From an optimization exercise on the open Yosys and OpenROAD flow, aimed at a short achievable clock period and few clock cycles per item; shortcuts taken in it are not production practice.
Only simulation tests tie the RTL to the original design; equivalence was not proved.
Power and IR drop assume default switching activity.

==> inputs of 06-20 <==
## armv7_multicycle_core
module armv7_multicycle_core #(
    parameter int ADDR_WIDTH = 10
) (
    input  logic                  Clock,
    input  logic                  Reset,
    input  logic                  Halt,
    output logic                  mem_req,
    output logic                  mem_we,
    output logic [ADDR_WIDTH-1:0] mem_addr,
    output logic [31:0]           mem_wdata,
    input  logic [31:0]           mem_rdata,
    input  logic                  mem_ack,
    output logic [ADDR_WIDTH-1:0] pc,
    output logic [31:0]           instr,
    output logic [2:0]            state,
    output logic [3:0]            flags,
    output logic                  retired
);
clock: 8.0 ns
lec_check: 0
cap_margin: 20
core_margin: 2
core_utilization: 40
setup_slack_margin: 4.5
slew_margin: 20
run.sh (not shown) runs the stock make flow with config.mk's settings and CLKGATE_MAP_FILE= SYNTH_SCRIPT=/design/flow/synth_recipe.tcl, a recipe that flattens the netlist after the stock synthesis.
==> 11-28: changes against 06-20 <==
--- a/flow/design.v
+++ b/flow/design.v
@@ -47,24 +47,26 @@
     logic [AW-1:0] r_rq_addr;
     logic [31:0]   r_rq_wdata;
     logic          r_hb;           
     logic          r_xv;
     logic          r_x_done;       
     logic          r_x_isdata;     
     logic [31:0]   r_ir;
     logic [AW-1:0] r_x_pc4, r_x_brt;
+    logic [31:0]   r_rmv, r_rnv;
+    logic          r_rm_ok;        
     logic          r_wv;
     logic          r_w_alu;
     logic [31:0]   r_w_ir;
     logic [AW-1:0] r_w_npc;
     logic [31:0]   r_w_a, r_w_b;    
     logic [31:0]   r_w_x, r_w_y;    
     logic          r_w_arith;
-    logic          r_w_cin, r_w_cin_c;
+    logic          r_w_cin;
     logic [3:0] w_op, w_rd;
     logic       w_cond_nv, w_wr_pot, w_sets_flags;
     assign w_op         = r_w_ir[24:21];
     assign w_rd         = r_w_ir[15:12];
     assign w_cond_nv    = (r_w_ir[31:28] == 4'hF);
     assign w_wr_pot     = r_wv & r_w_alu & (~w_op[3] | w_op[2]) & ~w_cond_nv;
     assign w_sets_flags = r_wv & r_w_alu & r_w_ir[20] & ~w_cond_nv;
     logic [31:0] w_x, w_y, w_la, w_logic_res, w_alu_res;
@@ -73,29 +75,32 @@
     logic        w_cond, w_we, w_fe;
     logic [3:0]  flags_now;
     logic [31:0] w_p, w_o;
     logic        w_z;
     assign flags_now = {r_n, r_z, r_c, r_v};
     assign w_x    = r_w_x;
     assign w_y    = r_w_y;
     assign w_la   = r_w_a;
-    assign w_cin  = r_w_cin_c ? r_c : r_w_cin;
+    assign w_cin  = r_w_cin;
     always_comb begin
         case (w_op)
             4'b0000, 4'b1000: w_logic_res = w_la & r_w_b;
             4'b0001, 4'b1001: w_logic_res = w_la ^ r_w_b;
             4'b1100:          w_logic_res = w_la | r_w_b;
             4'b1101:          w_logic_res = r_w_b;
             4'b1110:          w_logic_res = w_la & ~r_w_b;
             4'b1111:          w_logic_res = ~r_w_b;
             default:          w_logic_res = 32'd0;
         endcase
     end
-    assign w_sum     = {1'b0, w_x, 1'b1} + {1'b0, w_y, w_cin};
+    logic [31:0] w_s;
+    logic        w_co;
+    ks_add32 u_add (.a(w_x), .b(w_y), .cin(w_cin), .s(w_s), .cout(w_co));
+    assign w_sum     = {w_co, w_s, 1'b0};
     assign w_alu_res = r_w_arith ? w_sum[32:1] : w_logic_res;
     assign w_alu_v   = (w_x[31] == w_y[31]) & (w_sum[32] != w_x[31]);
     assign w_p       = w_x ^ w_y;
     assign w_o       = w_x | w_y;
     assign w_z       = r_w_arith ? ((w_p[0] == w_cin) & (w_p[31:1] == w_o[30:0]))
                                  : (w_logic_res == 32'd0);
     assign w_cond    = cond_pass(r_w_ir[31:28], flags_now);
     assign w_we      = w_wr_pot & w_cond;
@@ -120,51 +125,62 @@
     assign x_cond     = cond_pass(r_ir[31:28], flags_now);
     assign x_ls       = x_is_d & x_cond;
     assign x_wr_pot   = r_xv & x_alu & (~r_ir[24] | r_ir[23]) & (r_ir[31:28] != 4'hF);
     assign x_sf_pot   = r_xv & x_alu & r_ir[20] & (r_ir[31:28] != 4'hF);
     assign x_npc      = (x_is_b & x_cond) ? r_x_brt : r_x_pc4;
     assign x_fwd      = w_wr_pot & (w_rd == x_rn);
     logic  x_fwd_now;
     assign x_fwd_now  = x_fwd & w_cond;
-    assign x_flag_haz = (x_is_d | x_is_b) & x_cond_dep & w_sets_flags;
-    assign x_rm_haz   = x_is_r & w_wr_pot & (w_rd == x_rm);
-    assign x_ls_haz   = x_ls & ((w_wr_pot & (w_rd == x_rn)) |
-                                (~x_load & w_wr_pot & (w_rd == x_rd)));
-    assign x_can      = r_xv & ~r_x_done & ~x_flag_haz & ~x_rm_haz & ~x_ls_haz;
+    logic  x_need_nz, x_need_cv;
+    assign x_need_nz  = ~((r_ir[31:29] == 3'b001) | (r_ir[31:29] == 3'b011));
+    assign x_need_cv  = ~((r_ir[31:29] == 3'b000) | (r_ir[31:29] == 3'b010));
+    assign x_flag_haz = (x_is_d | x_is_b) & x_cond_dep & w_sets_flags &
+                        (x_need_nz | (x_need_cv & r_w_arith));
+    assign x_rm_haz   = x_is_r & ~r_rm_ok;
+    assign x_ls_haz   = x_ls & w_wr_pot & (w_rd == x_rn);
+    assign x_can      = r_xv & ~r_x_done & ~x_flag_haz & ~x_ls_haz;
     logic [31:0] x_rm_v, x_shifted, x_imm_rot, x_op2;
     logic [4:0]  x_shamt;
     assign x_shamt   = r_ir[11:7];
     assign x_imm_rot = ror32({{24{r_ir[7]}}, r_ir[7:0]}, {r_ir[11:8], 1'b0});
     always_comb begin
-        x_rm_v = r_regs[x_rm];
+        x_rm_v = r_rmv;
         case (r_ir[6:5])
             2'b00:   x_shifted = x_rm_v << x_shamt;
             2'b01:   x_shifted = x_rm_v >> x_shamt;
             2'b10:   x_shifted = $signed(x_rm_v) >>> x_shamt;
             default: x_shifted = ror32(x_rm_v, x_shamt);
         endcase
     end
     assign x_op2 = x_is_i ? x_imm_rot : x_shifted;
     logic [31:0] x_rn_full;
     logic [3:0]  x_op;
     logic        x_rev, x_invb, x_arith, x_cin, x_cin_c;
-    assign x_rn_full = r_regs[x_rn];
+    assign x_rn_full = r_rnv;
     assign x_op      = r_ir[24:21];
     assign x_rev     = (x_op == 4'b0011) | (x_op == 4'b0111);
     assign x_invb    = (x_op == 4'b0010) | (x_op == 4'b0110) | (x_op == 4'b1010);
     assign x_arith   = (x_op[3:2] == 2'b01) | (x_op[3:1] == 3'b001) | (x_op[3:1] == 3'b101);
     assign x_cin     = (x_op == 4'b0010) | (x_op == 4'b0011) | (x_op == 4'b1010);
     assign x_cin_c   = (x_op == 4'b0101) | (x_op == 4'b0110) | (x_op == 4'b0111);
-    logic [AW-1:0] x_rn_v, x_lsa, x_imm;
+    logic [AW-1:0] x_lsa, x_imm;
     assign x_imm  = AW'(r_ir[9:0]);
-    assign x_rn_v = r_regs[x_rn][AW-1:0];
-    assign x_lsa  = r_ir[23] ? (x_rn_v + x_imm) : (x_rn_v - x_imm);
+    logic [AW-1:0] x_imm_x;
+    logic [AW-1:0] x_lsa_k [16];
+    assign x_imm_x = r_ir[23] ? x_imm : ~x_imm;
+    always_comb
+        for (int k = 0; k < 16; k++) begin
+            logic [AW:0] t;
+            t = {r_regs[k][AW-1:0], 1'b1} + {x_imm_x, ~r_ir[23]};
+            x_lsa_k[k] = t[AW:1];
+        end
+    assign x_lsa  = x_lsa_k[x_rn];
     logic x_adv, x_dec_data;
-    assign x_adv      = (r_xv & r_x_done & ~r_x_isdata) | (x_can & ~x_ls);
+    assign x_adv      = ~x_rm_haz & ((r_xv & r_x_done & ~r_x_isdata) | (x_can & ~x_ls));
     assign x_dec_data = x_can & x_ls;
     logic          ack, f_ack, d_ack;
     assign ack   = r_rq_v & mem_ack;
     assign f_ack = ack & ~r_rq_data;
     assign d_ack = ack & r_rq_data;
     logic [31:0]   fi;
     logic [2:0]    f_ty;
     logic [3:0]    f_rn, f_rd, f_rm;
@@ -177,20 +193,25 @@
     assign f_rd       = fi[15:12];
     assign f_rm       = fi[3:0];
     assign f_is_r     = (f_ty == 3'b000);
     assign f_is_d     = (f_ty == 3'b010);
     assign f_is_b     = (f_ty == 3'b101);
     assign f_cond_dep = (fi[31:29] != 3'b111);
     assign f_cond     = cond_pass(fi[31:28], flags_now);
     assign f_ls       = f_is_d & f_cond;
-    assign f_flag_haz = (f_is_d | f_is_b) & f_cond_dep & (x_sf_pot | w_sets_flags);
+    logic  f_need_nz, f_need_cv;
+    assign f_need_nz  = ~((fi[31:29] == 3'b001) | (fi[31:29] == 3'b011));
+    assign f_need_cv  = ~((fi[31:29] == 3'b000) | (fi[31:29] == 3'b010));
+    assign f_flag_haz = (f_is_d | f_is_b) & f_cond_dep &
+                        ((x_sf_pot & (f_need_nz | (f_need_cv & x_arith))) |
+                         (w_sets_flags & (f_need_nz | (f_need_cv & r_w_arith))));
     assign f_rm_haz   = f_is_r & x_wr_pot & (x_rd == f_rm);
     assign f_rn_haz   = (x_wr_pot & (x_rd == f_rn)) | (w_wr_pot & (w_rd == f_rn));
-    assign f_rd_haz   = (x_wr_pot & (x_rd == f_rd)) | (w_wr_pot & (w_rd == f_rd));
+    assign f_rd_haz   = x_wr_pot & (x_rd == f_rd);
     assign f_ls_haz   = f_ls & (f_rn_haz | (~fi[20] & f_rd_haz));
     assign f_haz      = f_flag_haz | f_rm_haz | f_ls_haz;
     assign f_pc4  = r_rq_addr + AW'(4);
     assign f_brt  = r_rq_addr + AW'({fi[7:0], 2'b00});
     assign f_imm  = AW'(fi[9:0]);
     logic [AW-1:0] f_imm_x;
     logic [AW-1:0] f_lsa_k [16];
     assign f_imm_x = fi[23] ? f_imm : ~f_imm;
@@ -206,23 +227,23 @@
     logic [AW-1:0] n_addr;
     logic [31:0]   n_wdata;
     assign hb_next = (r_wv | r_hb) & Halt;
     always_comb begin
         n_dec   = 1'b0;
         n_data  = 1'b0;
         n_we    = 1'b0;
         n_addr  = r_x_pc4;
-        n_wdata = r_regs[x_rd];
+        n_wdata = (w_we & (w_rd == x_rd)) ? w_alu_res : r_regs[x_rd];
         if (f_ack) begin
             n_dec   = ~f_haz;
             n_data  = f_ls;
             n_we    = f_ls & ~fi[20];
             n_addr  = f_ls ? f_lsa : ((f_is_b & f_cond) ? f_brt : f_pc4);
-            n_wdata = r_regs[f_rd];
+            n_wdata = (w_we & (w_rd == f_rd)) ? w_alu_res : r_regs[f_rd];
         end else if (d_ack) begin
             n_dec   = 1'b1;
         end else if (x_can) begin
             n_dec   = 1'b1;
             n_data  = x_ls;
             n_we    = x_ls & ~x_load;
             n_addr  = x_ls ? x_lsa : x_npc;
         end
@@ -237,27 +258,29 @@
             r_rq_wdata <= 32'd0;
             r_hb       <= 1'b0;
             r_xv       <= 1'b0;
             r_x_done   <= 1'b0;
             r_x_isdata <= 1'b0;
             r_ir       <= 32'd0;
             r_x_pc4    <= '0;
             r_x_brt    <= '0;
+            r_rmv      <= 32'd0;
+            r_rnv      <= 32'd0;
+            r_rm_ok    <= 1'b0;
             r_wv       <= 1'b0;
             r_w_alu    <= 1'b0;
             r_w_ir     <= 32'd0;
             r_w_npc    <= '0;
             r_w_a      <= 32'd0;
             r_w_b      <= 32'd0;
             r_w_x      <= 32'd0;
             r_w_y      <= 32'd0;
             r_w_arith  <= 1'b0;
             r_w_cin    <= 1'b0;
-            r_w_cin_c  <= 1'b0;
             r_n        <= 1'b0;
             r_z        <= 1'b0;
             r_c        <= 1'b0;
             r_v        <= 1'b0;
             r_pc       <= '0;
             for (int i = 0; i < 16; i++) r_regs[i] <= 32'd0;
         end else begin
             r_hb <= hb_next;
@@ -276,38 +299,45 @@
             end
             if (f_ack) begin
                 r_xv       <= 1'b1;
                 r_x_done   <= ~f_haz;
                 r_x_isdata <= ~f_haz & f_ls;
                 r_ir       <= fi;
                 r_x_pc4    <= f_pc4;
                 r_x_brt    <= f_brt;
+                r_rmv      <= (w_we & (w_rd == f_rm)) ? w_alu_res : r_regs[f_rm];
+                r_rnv      <= (w_we & (w_rd == f_rn)) ? w_alu_res : r_regs[f_rn];
+                r_rm_ok    <= ~(x_wr_pot & (x_rd == f_rm));
             end else if (x_adv | d_ack) begin
                 r_xv       <= 1'b0;
                 r_x_done   <= 1'b0;
                 r_x_isdata <= 1'b0;
-            end else if (x_dec_data) begin
-                r_x_done   <= 1'b1;
-                r_x_isdata <= 1'b1;
+            end else begin
+                if (x_can) begin
+                    r_x_done   <= 1'b1;
+                    r_x_isdata <= x_ls;
+                end
+                r_rmv   <= (w_we & (w_rd == x_rm)) ? w_alu_res : r_regs[x_rm];
+                r_rnv   <= (w_we & (w_rd == x_rn)) ? w_alu_res : r_regs[x_rn];
+                r_rm_ok <= 1'b1;
             end
             if (x_adv) begin
                 r_wv    <= 1'b1;
                 r_w_alu <= x_alu;
                 r_w_ir  <= r_ir;
                 r_w_npc <= x_npc;
                 r_w_a   <= x_fwd_now ? w_alu_res : x_rn_full;
                 r_w_b   <= x_op2;
                 r_w_x   <= (x_fwd_now & ~x_rev) ? w_alu_res :
                            (x_rev ? x_op2 : x_rn_full);
                 r_w_y   <= (x_fwd_now & x_rev) ? ~w_alu_res :
                            (x_rev ? ~x_rn_full : (x_invb ? ~x_op2 : x_op2));
                 r_w_arith <= x_arith;
-                r_w_cin <= x_cin;
-                r_w_cin_c <= x_cin_c;
+                r_w_cin <= x_cin_c ? ((w_fe & r_w_arith) ? w_sum[33] : r_c) : x_cin;
             end else if (d_ack) begin
                 r_wv    <= 1'b1;
                 r_w_alu <= 1'b0;
                 r_w_ir  <= r_ir;
                 r_w_npc <= r_x_pc4;
             end else begin
                 r_wv    <= 1'b0;
                 r_w_alu <= 1'b0;
@@ -330,9 +360,40 @@
     assign mem_addr  = r_rq_addr;
     assign mem_wdata = r_rq_wdata;
     assign state     = r_rq_v ? {1'b0, r_rq_data, r_rq_data} : 3'd1;
     assign pc        = r_pc;
     assign flags     = flags_now;
     assign instr     = r_w_ir;
     assign retired   = r_wv & ~Reset;
 endmodule
+module ks_add32 (
+    input  logic [31:0] a,
+    input  logic [31:0] b,
+    input  logic        cin,
+    output logic [31:0] s,
+    output logic        cout
+);
+    logic [32:0] ea, eb, p0;
+    logic [32:0] g [7];
+    logic [32:0] pp [7];
+    assign ea = {a, 1'b1};
+    assign eb = {b, cin};
+    assign p0 = ea ^ eb;
+    always_comb begin
+        pp[0] = p0;
+        g[0]  = ea & eb;
+        for (int l = 0; l < 6; l++) begin
+            for (int i = 0; i < 33; i++) begin
+                if (i >= (1 << l)) begin
+                    g[l+1][i]  = g[l][i] | (pp[l][i] & g[l][i - (1 << l)]);
+                    pp[l+1][i] = pp[l][i] & pp[l][i - (1 << l)];
+                end else begin
+                    g[l+1][i]  = g[l][i];
+                    pp[l+1][i] = pp[l][i];
+                end
+            end
+        end
+    end
+    assign s    = p0[32:1] ^ g[6][31:0];
+    assign cout = g[6][32];
+endmodule
 `default_nettype wire
==> comparison table <==
Result of the run: 06-20 no timing/DRC/antenna violations; 11-28 no timing/DRC/antenna violations
Ratio of cells with drive above 1 in the final layout: 06-20 0.346; 11-28 0.310
Bufs w/o clock: 06-20 867; 11-28 614
Final critical-path setup slack: 06-20 3.84 ns; 11-28 3.92 ns
Sequential fraction of total cell area: 06-20 0.255; 11-28 0.259
Arrival time at the worst endpoint: 06-20 4.81 ns; 11-28 4.74 ns
Critical-path top delay cell: 06-20 sky130_fd_sc_hd__mux4_2; 11-28 sky130_fd_sc_hd__a21oi_1
Post-synthesis compound-gate area fraction: 06-20 0.187; 11-28 0.155
Longest individual stage delay on the worst path: 06-20 0.60 ns; 11-28 0.72 ns
Multi-input comb cells: 06-20 4,921; 11-28 5,299
Hold path startpoint: 06-20 r_w_ir[5]; 11-28 r_w_ir[1]
Drt initial violations: 06-20 13,300; 11-28 14,600
Placed Area: 06-20 0.0681 sq mm; 11-28 0.0777 sq mm
Final setup skew: 06-20 0.0462 ns; 11-28 0.0566 ns
Antenna cells: 06-20 20; 11-28 35
Number of cells upsized or downsized after cts: 06-20 1,080; 11-28 549
Rows: 06-20 147; 11-28 158
Total Routed Length: 06-20 376 mm; 11-28 388 mm
End of the critical path: 06-20 r_w_x[23]; 11-28 r_rq_addr[7]
Internal power consumption: 06-20 11.1 mW; 11-28 10.1 mW
Overall die height: 06-20 405 um; 11-28 435 um
Testbench counts of 06-20, summed over its fixed seeds: cycles 115,124, items 72,000.
Testbench counts of 11-28, summed over its fixed seeds: cycles 112,230, items 72,000.

## static timing again, ports no longer ideal
How much do the figures lean on ideal ports? The routed layouts below were timed once more, with nothing changed but the port constraints. Step 1 (the two cells are an assumption about what drives the block):
set clk [get_ports {Clock}]
set_driving_cell -lib_cell sky130_fd_sc_hd__clkbuf_16 $clk
set_driving_cell -lib_cell sky130_fd_sc_hd__buf_2 [delete_from_list [all_inputs] $clk]
Step 2, shift: input delay + t, output delay - t, t = (earliest + latest rising clock arrival at the registers) / 2. This alone moves slack from input paths to output paths. Slacks: ideal / step 1 / step 2; pairs: ideal / step 1.
| run | t (ns) | slack for setup (ns) | hold WS [ns] | cell pins on the clock port's net |
|---|---|---|---|---|
| 06-20 | 0.841 | 3.843 / 3.822 / 2.980 | 0.450 / 0.450 / 0.450 | 1 |
| 11-28 | 0.868 | 3.921 / 3.654 / 2.941 | 0.447 / 0.447 / 0.447 | 1 |
After both steps setup and hold are still met in every run listed. For 11-28, which loses most, drivers alone change the setup slack by -0.267 ns; drivers and shift together by -0.980 ns.
